This is an optimization exercise on Yosys and OpenROAD, whose aim is small area, not a production implementation.
Where RTL was checked, it was by simulation tests only, not by an equivalence proof against the original.
No functional check of the RTL was part of run 2.
Power and IR drop assume default switching activity.

==> flow/design.v <==
`default_nettype none
package tx_sched_pkg;
    typedef logic [3-1:0] queue_idx_t;
    typedef logic [8-1:0] queue_mask_t;  
    typedef logic [2-1:0] slot_idx_t;
    typedef logic [8-1:0] tx_tag_t;
    typedef logic [31:0] ns_time_t;
    typedef logic [16-1:0] reg_addr_t;
    typedef logic [32-1:0] reg_data_t;
    typedef struct packed {
        ns_time_t start;
        ns_time_t sched_per;
        ns_time_t slot_per;
        ns_time_t active_per;
    } tdma_cfg_t;
    typedef struct packed {
        logic      valid;   
        logic      active;
        slot_idx_t index;
    } tdma_slot_t;
    typedef struct packed {
        queue_idx_t queue;
        tx_tag_t    tag;
    } tx_req_t;
    typedef struct packed {
        queue_idx_t queue;
        logic       empty;
    } tx_status_t;
    typedef struct packed {
        logic        en;
        slot_idx_t   slot;
        queue_mask_t mask;
    } mask_wr_t;
    typedef enum logic [1:0] {
        IDLE,
        WAIT_START,
        RUN
    } tdma_state_t;
endpackage
`default_nettype wire
`timescale 1ns/1ps
`default_nettype none
module tx_sched_block (
    input  wire         clk,
    input  wire         rst,
    input  wire  [15:0] wr_addr,
    input  wire  [31:0] wr_data,
    input  wire  [3:0]  wr_strb,
    input  wire         wr_en,
    output logic        wr_ack,
    input  wire  [15:0] rd_addr,
    input  wire         rd_en,
    output logic [31:0] rd_data,
    output logic        rd_ack,
    input  wire  [31:0] ts_ns,
    input  wire  [2:0]  doorbell_queue,
    input  wire         doorbell_valid,
    input  wire  [3:0]  status,
    input  wire         status_valid,
    output logic [10:0] tx_req,
    output logic        tx_req_valid,
    input  wire         tx_req_ready
);
    function automatic logic [32:0] carries32(input logic [31:0] a, input logic [31:0] b,
                                              input logic cin);
        logic [32:0] c;
        c[0] = cin;
        for (int i = 0; i < 32; i++) begin
            c[i+1] = (a[i] & b[i]) | (a[i] & c[i]) | (b[i] & c[i]);
        end
        carries32 = c;
    endfunction
    function automatic logic off_ge(input logic ge_b, input logic ge_s, input logic k);
        off_ge = ge_b ? (!k && ge_s) : (!k || ge_s);
    endfunction
    logic [4:0]  ww, rw;      
    logic        wr_map, rd_map;
    logic        wr_acc;
    logic [31:0] nwd;         
    logic        tdma_en;
    logic [31:0] n_start, n_sched_per, n_slot_per, n_active_per;
    logic [7:0]  mtab [4];    
    logic [31:0] n_start_d;
    assign ww = wr_addr[6:2];
    assign rw = rd_addr[6:2];
    assign wr_map = (wr_addr[15:7] == 9'd0) &&
                    ((ww[4:3] == 2'b00 && ww[2:0] != 3'b011) || ww[4:2] == 3'b100);
    assign rd_map = (rd_addr[15:7] == 9'd0) &&
                    ((rw[4:3] == 2'b00 && rw[2:0] != 3'b011) || rw[4:2] == 3'b100);
    assign wr_acc = wr_en && !wr_ack && wr_map;
    assign nwd = ~(wr_data & {32{!rst}});
    logic we_start, we_sched, we_slot, we_active;
    assign we_start  = rst || (wr_acc && ww == 5'd4);
    assign we_sched  = rst || (wr_acc && ww == 5'd5);
    assign we_slot   = rst || (wr_acc && ww == 5'd6);
    assign we_active = rst || (wr_acc && ww == 5'd7);
    assign n_start_d = we_start ? nwd : n_start;
    logic run;   
    always_ff @(posedge clk) begin
        wr_ack <= !rst && wr_en && !wr_ack && wr_map;
        rd_ack <= !rst && rd_en && !rd_ack && rd_map;
        if (rst || (wr_acc && ww == 5'd2 && wr_strb[0])) tdma_en <= !rst && wr_data[0];
        n_start <= n_start_d;
        if (we_sched)  n_sched_per  <= nwd;
        if (we_slot)   n_slot_per   <= nwd;
        if (we_active) n_active_per <= nwd;
        for (int i = 0; i < 4; i++) begin
            if (rst || (wr_acc && ww[4] && ww[1:0] == i[1:0])) mtab[i] <= ~nwd[7:0];
        end
    end
    always_ff @(posedge clk) begin
        if (rw[4]) begin
            rd_data <= {24'd0, mtab[rw[1:0]]};
        end else begin
            case (rw[2:0])
                3'd0:    rd_data <= 32'h0000C060;
                3'd1:    rd_data <= 32'h00000200;
                3'd2:    rd_data <= {16'd4, 7'd0, run, 7'd0, tdma_en};
                3'd4:    rd_data <= ~n_start;
                3'd5:    rd_data <= ~n_sched_per;
                3'd6:    rd_data <= ~n_slot_per;
                3'd7:    rd_data <= ~n_active_per;
                default: rd_data <= 32'bx;
            endcase
        end
    end
    logic        en_d;         
    logic [31:0] n_sb, n_lb;   
    logic        sat;          
    logic [1:0]  sidx;
    logic        active;
    logic [32:0] s_a1, s_a2, s_e0, s_e1, s_e2;   
    logic [32:0] g_lb;
    logic        ge_sb, ge_a1, ge_e1, ge_lb, ge_a2, ge_e2, ge_e0;
    logic        c1, c2, c1g, c2g;
    logic        act0, act1, act2;
    logic        reached;
    logic        next_run, next_sat, next_active;
    logic [1:0]  next_idx;
    tx_sched_add32 u_a1 (.a(n_sb),        .b(n_sched_per),  .s(s_a1));   
    tx_sched_add32 u_a2 (.a(n_lb),        .b(n_slot_per),   .s(s_a2));   
    tx_sched_add32 u_e0 (.a(n_lb),        .b(n_active_per), .s(s_e0));   
    tx_sched_add32 u_e1 (.a(s_a1[31:0]),  .b(n_active_per), .s(s_e1));   
    tx_sched_add32 u_e2 (.a(s_a2[31:0]),  .b(n_active_per), .s(s_e2));   
    assign ge_sb = carries32(ts_ns, n_sb, 1'b1) >> 32;
    assign ge_a1 = carries32(ts_ns, s_a1[31:0], 1'b1) >> 32;
    assign ge_e1 = carries32(ts_ns, s_e1[31:0], 1'b1) >> 32;
    assign g_lb  = carries32(ts_ns, n_lb, 1'b1);
    assign ge_lb = g_lb[32];
    assign ge_a2 = carries32(ts_ns, s_a2[31:0], 1'b1) >> 32;
    assign ge_e2 = carries32(ts_ns, s_e2[31:0], 1'b1) >> 32;
    assign ge_e0 = carries32(ts_ns, s_e0[31:0], 1'b1) >> 32;
    assign c1   = off_ge(ge_sb, ge_a1, !s_a1[32]);     
    assign c2   = off_ge(ge_lb, ge_a2, !s_a2[32]);     
    assign act0 = !off_ge(ge_lb, ge_e0, !s_e0[32]);    
    assign act1 = !off_ge(ge_a1, ge_e1, !s_e1[32]);    
    assign act2 = !off_ge(ge_a2, ge_e2, !s_e2[32]);    
    assign c1g  = run && c1;
    assign c2g  = run && !c1 && c2;
    assign reached = !(ts_ns[31] ^ n_lb[31] ^ g_lb[31]);
    assign next_run = !rst && tdma_en && (run || (en_d && reached));
    always_comb begin
        next_sat = sat;
        next_idx = sidx;
        if (c1g) begin
            next_sat = 1'b0;
            next_idx = 2'd0;
        end else if (c2g && !sat) begin
            if (sidx == 2'd3) next_sat = 1'b1;
            else              next_idx = sidx + 2'd1;
        end
    end
    assign next_active = (c1g ? act1 : (c2g ? act2 : act0)) && !next_sat;
    always_ff @(posedge clk) begin
        en_d   <= !rst && tdma_en;
        run    <= next_run;
        active <= next_run && next_active;
        if (next_run) begin
            sat  <= next_sat;
            sidx <= next_idx;
        end else begin
            sat  <= 1'b0;
            sidx <= 2'd0;
        end
        if (!next_run) begin
            n_sb <= n_start_d;
            n_lb <= n_start_d;
        end else begin
            if (c1g) n_sb <= s_a1[31:0];
            if (c1g)      n_lb <= s_a1[31:0];
            else if (c2g) n_lb <= s_a2[31:0];
        end
    end
    logic [7:0] rec;
    logic [1:0] rec_s;
    logic [7:0] look;
    logic [7:0] slot_mask;
    assign look = (rec_s == sidx) ? rec : mtab[sidx];
    always_ff @(posedge clk) begin
        rec       <= mtab[wr_addr[3:2]];
        rec_s     <= wr_addr[3:2];
        slot_mask <= (!rst && active) ? look : 8'd0;
    end
    logic [7:0] pending, inflight, eligible;
    logic [2:0] queue;        
    logic [7:0] tag;
    logic       handshake, can_select, found;
    logic [2:0] sel;
    assign handshake  = tx_req_valid && tx_req_ready;
    assign can_select = !tx_req_valid || tx_req_ready;
    always_comb begin
        eligible = pending & ~inflight & slot_mask;
        if (handshake) eligible[queue] = 1'b0;
    end
    always_comb begin
        logic [2:0] cand;
        found = 1'b0;
        sel   = queue;
        for (int i = 1; i <= 8; i++) begin
            cand = queue + 3'(i);
            if (!found && eligible[cand]) begin
                found = 1'b1;
                sel   = cand;
            end
        end
    end
    always_ff @(posedge clk) begin
        for (int i = 0; i < 8; i++) begin
            if (rst) begin
                pending[i]  <= 1'b0;
                inflight[i] <= 1'b0;
            end else begin
                if (doorbell_valid && doorbell_queue == i[2:0])
                    pending[i] <= 1'b1;
                else if (status_valid && status[3:1] == i[2:0] && status[0])
                    pending[i] <= 1'b0;
                if (handshake && queue == i[2:0])
                    inflight[i] <= 1'b1;
                else if (status_valid && status[3:1] == i[2:0])
                    inflight[i] <= 1'b0;
            end
        end
        if (rst) begin
            tag          <= 8'd0;
            tx_req_valid <= 1'b0;
            queue        <= 3'd7;   
        end else begin
            if (handshake) tag <= tag + 8'd1;
            if (can_select) begin
                tx_req_valid <= found;
                if (found) queue <= sel;
            end
        end
    end
    assign tx_req = {queue, tag};
endmodule
module tx_sched_add32 (
    input  wire  [31:0] a,
    input  wire  [31:0] b,
    output logic [32:0] s
);
    always_comb begin
        logic c;
        c = 1'b1;
        for (int i = 0; i < 32; i++) begin
            s[i] = a[i] ^ b[i] ^ c;
            c    = (a[i] & b[i]) | (a[i] & c) | (b[i] & c);
        end
        s[32] = c;
    end
endmodule
`default_nettype wire
==> flow/run.sh <==
#!/bin/bash
# synth_recipe.tcl (not shown) runs the flow's synth.tcl, then flattens the netlist and writes it again
# the make line also repeats each setting of config.mk as NAME=value (left out here)
make -C /OpenROAD-flow-scripts/flow DESIGN_CONFIG=/design/flow/config.mk WORK_HOME=/design/flow/orfs CLKGATE_MAP_FILE= SYNTH_SCRIPT=/design/flow/synth_recipe.tcl finish
==> flow/config.mk <==
export PLATFORM = sky130hd
export DESIGN_NAME = tx_sched_block
export DESIGN_NICKNAME = tx_sched_block
export VERILOG_FILES = /design/flow/design.v
export SDC_FILE = /design/flow/constraint.sdc
export NUM_CORES = 4
export LEC_CHECK = 0
export ABC_AREA = 1
export CAP_MARGIN = 20
export CORE_MARGIN = 2
export CORE_UTILIZATION = 40
export SLEW_MARGIN = 20
export SYNTH_HIERARCHICAL = 1
==> flow/constraint.sdc <==
create_clock -name core_clock -period 16.0 [get_ports {clk}]
set_input_delay 3.2000 -clock core_clock [delete_from_list [all_inputs] [get_ports {clk}]]
set_output_delay 3.2000 -clock core_clock [all_outputs]
set_load 0.01 [all_outputs]
==> results.toml, run 1 <==
[final_layout]
finish.net_count = 2719
drive_gt1_frac = 0.0427
seq_area_mm2 = 0.00816
design_area_mm2 = 0.0234
diodes = 0
multiInputGateArea_mm2 = 0.00967
synthToLayoutAreaGrowth_pct = 17.7
fill_cells = 4577

[synth]
seq_area_frac_synth = 0.410
netlist_area_mm2 = 0.0199
syn-num-nets = 2594
synth_top_family_by_area = "compound AO/OA/AOI/OAI gates"
ys_seq_elements = 311
synth-edff-count = 193
synthSimpleGateAreaFrac = 0.138
synth_xor_area_frac = 0.000881
synth_compound_area_frac = 0.174
yosysWarnings = 9
synthCells = 2302
synth_fa_ha_area_frac = 0.171
netlist.area_leader.share = 0.292
synth.top_cells.by_area = "edfxtp_1 (29%), fa_1 (16%), dfxtp_1 (12%), inv_1 (8.6%), nand2_1 (8.4%)"
syn_avg_cell_area_um2 = 8.64
muxShareOfSynthArea = 0
synth_cell_types = 48
synth_top_area_cell = "edfxtp_1"
synth_async_sr_flop_share = 0
synth-main-ff-cell = "edfxtp_1"

[timing]
rsz0062_at_grt = "false"
hold_viol = 0
relSlewSlack = 0.256
skew_ps = 19.5
slew_violations = 0
fmax_mhz = 65.6
fin_crit_ps = 15240
period_share = 0.953
fin_setup_tns_ps = 0
finalSetupViolations = 0
worst_pin_slew_ps = 1110

[critical_path]
critPathLaunchType = "register"
end_kind = "register"
crit-reg2reg-capture = "n_lb[11]"
cpPeakStageDelay_ps = 440
cpMostUsedCell = "fa_1"
timing.rr.start = "n_sched_per[0]"
r2r_cells = 45
worst_path_max_delay_cell = "fa_1"
cp.arrival_ps = 15490
r2r_slack_ps = 760
crit_start = "n_sched_per[0]"
path_class = "reg2reg"
critPathMaxFanout = 23
crit_required_ps = 16250

[hold_path]
hold_start = "inflight[2]"
whs_endpoint = "inflight[2]"
hold_class = "reg2reg"
hold_depth = 2

[power]
leakage_uw = 0.0102
peakVddDrop_uv = 71.0
p_per_area_mw_per_mm2 = 138

[route]
vias = 16600
wl_um = 59000
drt_iter0_markers = 1398
dr.pass1.iters = 5
drc_errors = 0
wl_per_cell_um = 18.9
via_per_inst = 5.32
antenna_left = 0

[place]
place_area_mm2 = 0.0221
place.gp.congestion = 0.884
portBuffers = 152
place_hpwl_um = 42000

[global_route]
grt_max_degree = 67
grt-ovfl-total = 0
antenna_found_initial = 1
grt_usage = 0.230
grt_pass1_vias = 16300
grt_pass1_wl_um = 90600

[cts]
cts_buffers = 38
postCtsSetupBuffers = 0
cts_sinks = 311
clockBufferDepth = 3
htreeDepth = 2
worst_skew_pair.late_latency_ps = 570
root_buffer = "clkbuf_16"
cts-resized-gates = 0
cts_tree = "done"
clkTransAtPathRegs_ps = 60
holdBufCountCts = 0

[floorplan]
fp.coreArea_mm2 = 0.0490
die_h_um = 227
io_pins = 160
dieArea_mm2 = 0.0515
core.rowCount = 81
die_w_um = 227
start_util = 0.406

[job]
cap_violations = 0

[status]
status = "finished clean"
per-module statistics from Yosys (local to each module, per instance):
module | cell area (um2) | cells inside | copies in the design
tx_sched_block | 16500 | 2097 | 1
tx_sched_add32 | 667 | 41 | 5
layout by cell type (no fill, tap or decap), types with 7 or more instances in the layout:
cell and n:
ha_1 22, nand2_1 441, o211ai_1 7, o2111ai_1 8, o21ai_0 120, a22o_1 9
a22oi_1 87, nand4_1 8, dfxtp_1 118, clkbuf_8 8, o21ai_1 44, fa_1 156
nand2_2 8, edfxtp_1 193, inv_1 454, o22ai_1 165, a21oi_1 73, clkbuf_16 39
nor3_1 13, nand3_1 19, buf_4 15, nor2_1 192, a31oi_1 26, clkdlybuf4s50_1 152
worst max-delay path by stage:
stage / to / slack, ps
CTS: n_lb[11] / 820
global route: n_lb[11] / 360
floorplan: n_lb[0] / 1610
finish: n_lb[11] / 760
detailed placement: n_lb[9] / 870
global placement: n_lb[9] / 990
report_power, final:
part	internal, uW	switching (uW)
Combinational	515	794
Clock	537	358
Sequential	939	80.8
cell type report:
cell class                      count  share of cell area
Clock inverter                     17             0.00845
Inverter                          463              0.0743
Sequential cell                   311               0.349
Tap cell                          664              0.0355
Multi-Input combinational cell   1443               0.413
Timing Repair Buffer              170              0.0724
Clock buffer                       53              0.0474
cell usage after synthesis, types with 3 or more instances:
library cell	instances
buf_2	6
a21oi_1	73
o211ai_1	7
clkbuf_1	69
nand3_1	20
nand2_1	443
a31oi_1	26
o22ai_1	165
o2111ai_1	8
nor2_1	192
o21ai_1	45
nand4_1	8
nand2_2	6
nor3_1	13
o31ai_1	6
fa_1	156
buf_6	4
a221oi_1	3
a22o_1	9
buf_1	4
inv_2	3
dfxtp_1	118
edfxtp_1	193
nor4_1	6
o21ai_0	121
a22oi_1	87
inv_1	458
nand3b_1	4
ha_1	22
logic make-up (layout without fill, tap and decap cells):
family | after synthesis | count (layout)
flip-flops | 311 | 311
XOR/XNOR | 2 | 2
AND/OR/NAND/NOR | 697 | 697
AO/OA/AOI/OAI | 566 | 566
buffers and inverters | 548 | 703
adder cells (fa/ha/maj) | 178 | 178
worst max-delay path, delay by kind of cell (launching register included):
kind            cells  cell delay (ps)
buf+inv             6              680
compound gates      1              160
flops               1              380
fa+ha+maj          32            12740
simple gates        6              960
registers in the layout (all words and copies together), names as in the netlist, 2 cells and up:
signal and flops:
n_start 32, rd_data 32, queue 3, rec_s 2, slot_mask 8, n_sb 32
tag 8, sidx 2, pending 8, mtab 32, rec 8, n_active_per 32
n_slot_per 32, n_lb 32, inflight 8, n_sched_per 32
through the flow:
| step | total power [uW] | setup WS (ps) | std cells | util | hold WS, ps |
|---|---|---|---|---|---|
| after floorplan | 1980 | 1610 | 2302 | - | 434 |
| after global placement | 2300 | 992 | 3051 | 0.451 | 442 |
| after detailed placement | 2330 | 866 | 3051 | 0.451 | 451 |
| after CTS | 3230 | 817 | 3121 | 0.478 | 460 |
| after global routing | 3480 | 362 | 3121 | 0.478 | 484 |
| final | 3220 | 759 | 3121 | 0.478 | 457 |
metal layers:
metal	global-route usage	share of wire	vias up
met5	0	0.00022	-
met4	0.0649	0.021	2
met3	0.0394	0.079	88
met2	0.367	0.46	628
met1	0.324	0.44	7981
li1	-	-	7894
==> run 2: changes to the inputs <==
--- a/flow/design.v
+++ b/flow/design.v
@@ -63,2 +63,13 @@
 );
+    function automatic logic [32:0] add32(input logic [31:0] a, input logic [31:0] b,
+                                          input logic cin);
+        logic        c;
+        logic [31:0] s;
+        c = cin;
+        for (int i = 0; i < 32; i++) begin
+            s[i] = a[i] ^ b[i] ^ c;
+            c    = (a[i] & b[i]) | (a[i] & c) | (b[i] & c);
+        end
+        add32 = {c, s};
+    endfunction
     function automatic logic [32:0] carries32(input logic [31:0] a, input logic [31:0] b,
@@ -139,7 +150,7 @@
     logic [1:0]  next_idx;
-    tx_sched_add32 u_a1 (.a(n_sb),        .b(n_sched_per),  .s(s_a1));   
-    tx_sched_add32 u_a2 (.a(n_lb),        .b(n_slot_per),   .s(s_a2));   
-    tx_sched_add32 u_e0 (.a(n_lb),        .b(n_active_per), .s(s_e0));   
-    tx_sched_add32 u_e1 (.a(s_a1[31:0]),  .b(n_active_per), .s(s_e1));   
-    tx_sched_add32 u_e2 (.a(s_a2[31:0]),  .b(n_active_per), .s(s_e2));   
+    assign s_a1 = add32(n_sb, n_sched_per, 1'b1);           
+    assign s_a2 = add32(n_lb, n_slot_per, 1'b1);            
+    assign s_e0 = add32(n_lb, n_active_per, 1'b1);          
+    assign s_e1 = add32(s_a1[31:0], n_active_per, 1'b1);    
+    assign s_e2 = add32(s_a2[31:0], n_active_per, 1'b1);    
     assign ge_sb = carries32(ts_ns, n_sb, 1'b1) >> 32;
@@ -256,17 +267,2 @@
 endmodule
-module tx_sched_add32 (
-    input  wire  [31:0] a,
-    input  wire  [31:0] b,
-    output logic [32:0] s
-);
-    always_comb begin
-        logic c;
-        c = 1'b1;
-        for (int i = 0; i < 32; i++) begin
-            s[i] = a[i] ^ b[i] ^ c;
-            c    = (a[i] & b[i]) | (a[i] & c) | (b[i] & c);
-        end
-        s[32] = c;
-    end
-endmodule
 `default_nettype wire
==> flow/flow/run.sh (new file) <==
#!/bin/bash
# Standard layout, logged
set -o pipefail
bash standard.sh > standard.log 2>&1
==> flow/standard.sh (new file) <==
#!/bin/bash
# synth_recipe.tcl (not shown) runs the flow's synth.tcl, then flattens the netlist and writes it again
# the make line also repeats each setting of config.mk as NAME=value (left out here)
make -C /OpenROAD-flow-scripts/flow DESIGN_CONFIG=/design/flow/config.mk WORK_HOME=/design/flow/orfs CLKGATE_MAP_FILE= SYNTH_SCRIPT=/design/flow/synth_recipe.tcl "${@:-finish}"
--- a/flow/config.mk
+++ b/flow/config.mk
@@ -12,2 +12 @@
 export SLEW_MARGIN = 20
-export SYNTH_HIERARCHICAL = 1
removed: flow/run.sh
==> results.toml, run 2 <==
[synth]
synth_cell_types = 48
synthTopCellsByCount = "nand2_1 (520), inv_1 (466), edfxtp_1 (193)"
synth-main-ff-cell = "edfxtp_1"
seq_area_frac_synth = 0.396
synth-edff-count = 193
syn-num-nets = 2739
netlist.area_leader.share = 0.281
synth_async_sr_flop_share = 0
synthCells = 2447
syn_avg_cell_area_um2 = 8.42
synth.top_cells.by_area = "edfxtp_1 (28%), fa_1 (12%), dfxtp_1 (11%), nand2_1 (9.5%), inv_1 (8.5%)"
netlist_area_mm2 = 0.0206
yosysWarnings = 2
synth_top_area_cell = "edfxtp_1"
synth_most_common_cell = "nand2_1"
ys_seq_elements = 311

[place]
place_hpwl_um = 46000
place.gp.congestion = 0.928
post-place-ws_ps = 332
portBuffers = 152

[floorplan]
die_w_um = 231
die_h_um = 231
dieArea_mm2 = 0.0533
core.rowCount = 83
fp.coreArea_mm2 = 0.0511
start_util = 0.403
io_pins = 160

[global_route]
grt_pass1_wl_um = 99100
antenna_found_initial = 0
grt_usage = 0.238
grt_max_degree = 68
grt-ovfl-total = 0
grt_pass1_vias = 18000

[cts]
worst_skew_pair.late_latency_ps = 560
clockBufferDepth = 3
root_buffer = "clkbuf_16"
htreeDepth = 2
cts_buffers = 37
clkTransAtPathRegs_ps = 60
cts_sinks = 311
postCtsSetupBuffers = 0
cts_tree = "done"

[timing]
finalSetupViolations = 0
worst_pin_slew_ps = 1000
hold_viol = 0
fin_crit_ps = 15440
worst_slack_ps = 561
period_share = 0.965
fmax_mhz = 64.8
skew_ps = 11.3
holdWs_ps = 462
slew_violations = 0
relSlewSlack = 0.332

[job]
cap_violations = 0

[critical_path]
worst_path_max_delay_cell = "fa_1"
cpMostUsedCell = "fa_1"
critPathMaxFanout = 17
cpPeakStageDelay_ps = 550
critPathLaunchType = "register"
end_kind = "register"
path_class = "reg2reg"
cp.arrival_ps = 15740
crit_required_ps = 16300

[route]
wl_um = 63700
drt_iter0_markers = 1393
wl_per_cell_um = 19.3
drc_errors = 0
dr.pass1.iters = 6
antenna_left = 0
vias = 17800
via_per_inst = 5.41

[hold_path]
hold_class = "reg2reg"

[power]
p_per_area_mw_per_mm2 = 139
leakage_uw = 0.0108
p_sw_frac = 0.391
p_int_uw = 2050
combPwrFrac = 0.437
seqPwrFrac = 0.295
pwr-share-clk = 0.267
p_switching_uw = 1320
peakVddDrop_uv = 81.9

[final_layout]
fill_cells = 5015
diodes = 0
final_cell_mix = "nand2_1 (518), inv_1 (464), edfxtp_1 (193)"
drive_gt1_frac = 0.0677
finish.net_count = 2877
synthToLayoutAreaGrowth_pct = 17.6
final_common_cell = "nand2_1"

[status]
status = "finished clean"
[run 2: changes by cell type in the layout (fill, tap and decap cells not counted), sizes merged, moves of 15 or more]
| cell | change |
|---|---|
| o221ai | +63 |
| nand3 | +57 |
| nand2 | +132 |
| nor2 | -32 |
| a21oi | -15 |
| o22ai | -54 |
| a221oi | +31 |
| fa | -31 |
| a22oi | -67 |
| ha | +31 |
[run 2: what timing repair did]
item / in CTS / in global routing
gates resized for setup: 0 / 6
setup endpoints to repair: 0 / 1
hold buffers: 0 / 0
[run 2: power by group through the flow]
stage / combinational, uW / sequential, uW / clock [uW]
after floorplan: 1080 / 998 / 0
after global placement: 1430 / 1010 / 0
after detailed placement: 1440 / 1010 / 0
after CTS: 1460 / 994 / 917
after global routing: 1680 / 1000 / 943
final: 1470 / 994 / 900
[run 2: cell type report]
| class | instances | area [um2] | share of cell area |
|---|---|---|---|
| clock inverters | 24 | 299 | 0.0124 |
| repair buffers | 176 | 1710 | 0.0706 |
| clock buffers | 44 | 982 | 0.0406 |
| inverters | 483 | 1870 | 0.0772 |
| well taps | 680 | 851 | 0.0351 |
| multi-input cells | 1576 | 10300 | 0.427 |
| flip-flops and latches | 311 | 8160 | 0.337 |
[run 2: worst paths after layout]
check / depth (start not counted) / startpoint / slack [ps] / end
setup / recovery: 46 / n_sched_per[0] / 560 / n_lb[17]
hold / removal: 2 / inflight[6] / 460 / inflight[6]
setup reg to reg: 46 / n_sched_per[0] / 560 / n_lb[17]
hold reg to reg: 2 / inflight[6] / 460 / inflight[6]
[run 2: logic make-up after synthesis]
family	synth area share
simple gates	0.177
buf+inv	0.105
flops	0.396
xor+xnor	0.00170
compound gates	0.166
fa+ha+maj	0.154
[run 2: critical path: cells and delay by family (launching register included)]
kind | cells | cell delay [ps]
simple gates | 5 | 690
flops | 1 | 330
fa+ha+maj | 32 | 13000
compound gates | 3 | 290
buf+inv | 6 | 840
[run 2: routing by layer]
metal,global-route usage,wire length (um),part of all wire
met3,0.0378,4420,0.069
met2,0.396,29700,0.47
met1,0.318,27800,0.44
met4,0.0768,1800,0.028
met5,0,0,0
[run 2: per-stage QoR]
stage	utilization	total power, uW	instance area, um2	instances	TNS (ps)
after global routing	0.474	3620	24200	3294	-5.80
after CTS	0.474	3370	24200	3294	0
after global placement	0.449	2440	22900	3226	0
final	0.474	3370	24200	3294	0
after detailed placement	0.449	2460	22900	3226	0
after floorplan	-	2070	20600	2447	0

[re-timing with driven ports]
No port has a modelled driver above. Below, the same layouts with a new extraction and two added sets of constraints.
Step 1, drivers: a clkbuf_16 drives clk and a buf_2 each remaining input, both assumed.
Step 2 also shifts input and output timing later by t, the mid clock arrival at the registers, as if the neighbouring blocks saw the same clock.
Three values: no drivers, after step 1, after step 2; two values: the first two.
run	t, ns	slack for setup (ns)	worst hold slack (ns)	worst setup path at the end
run 1	0.612	0.759 / 0.759 / 0.759	0.457 / 0.457 / 0.457	register to register
run 2	0.611	0.561 / 0.561 / 0.561	0.462 / 0.462 / 0.462	register to register
After both steps setup and hold are still met in every run listed.
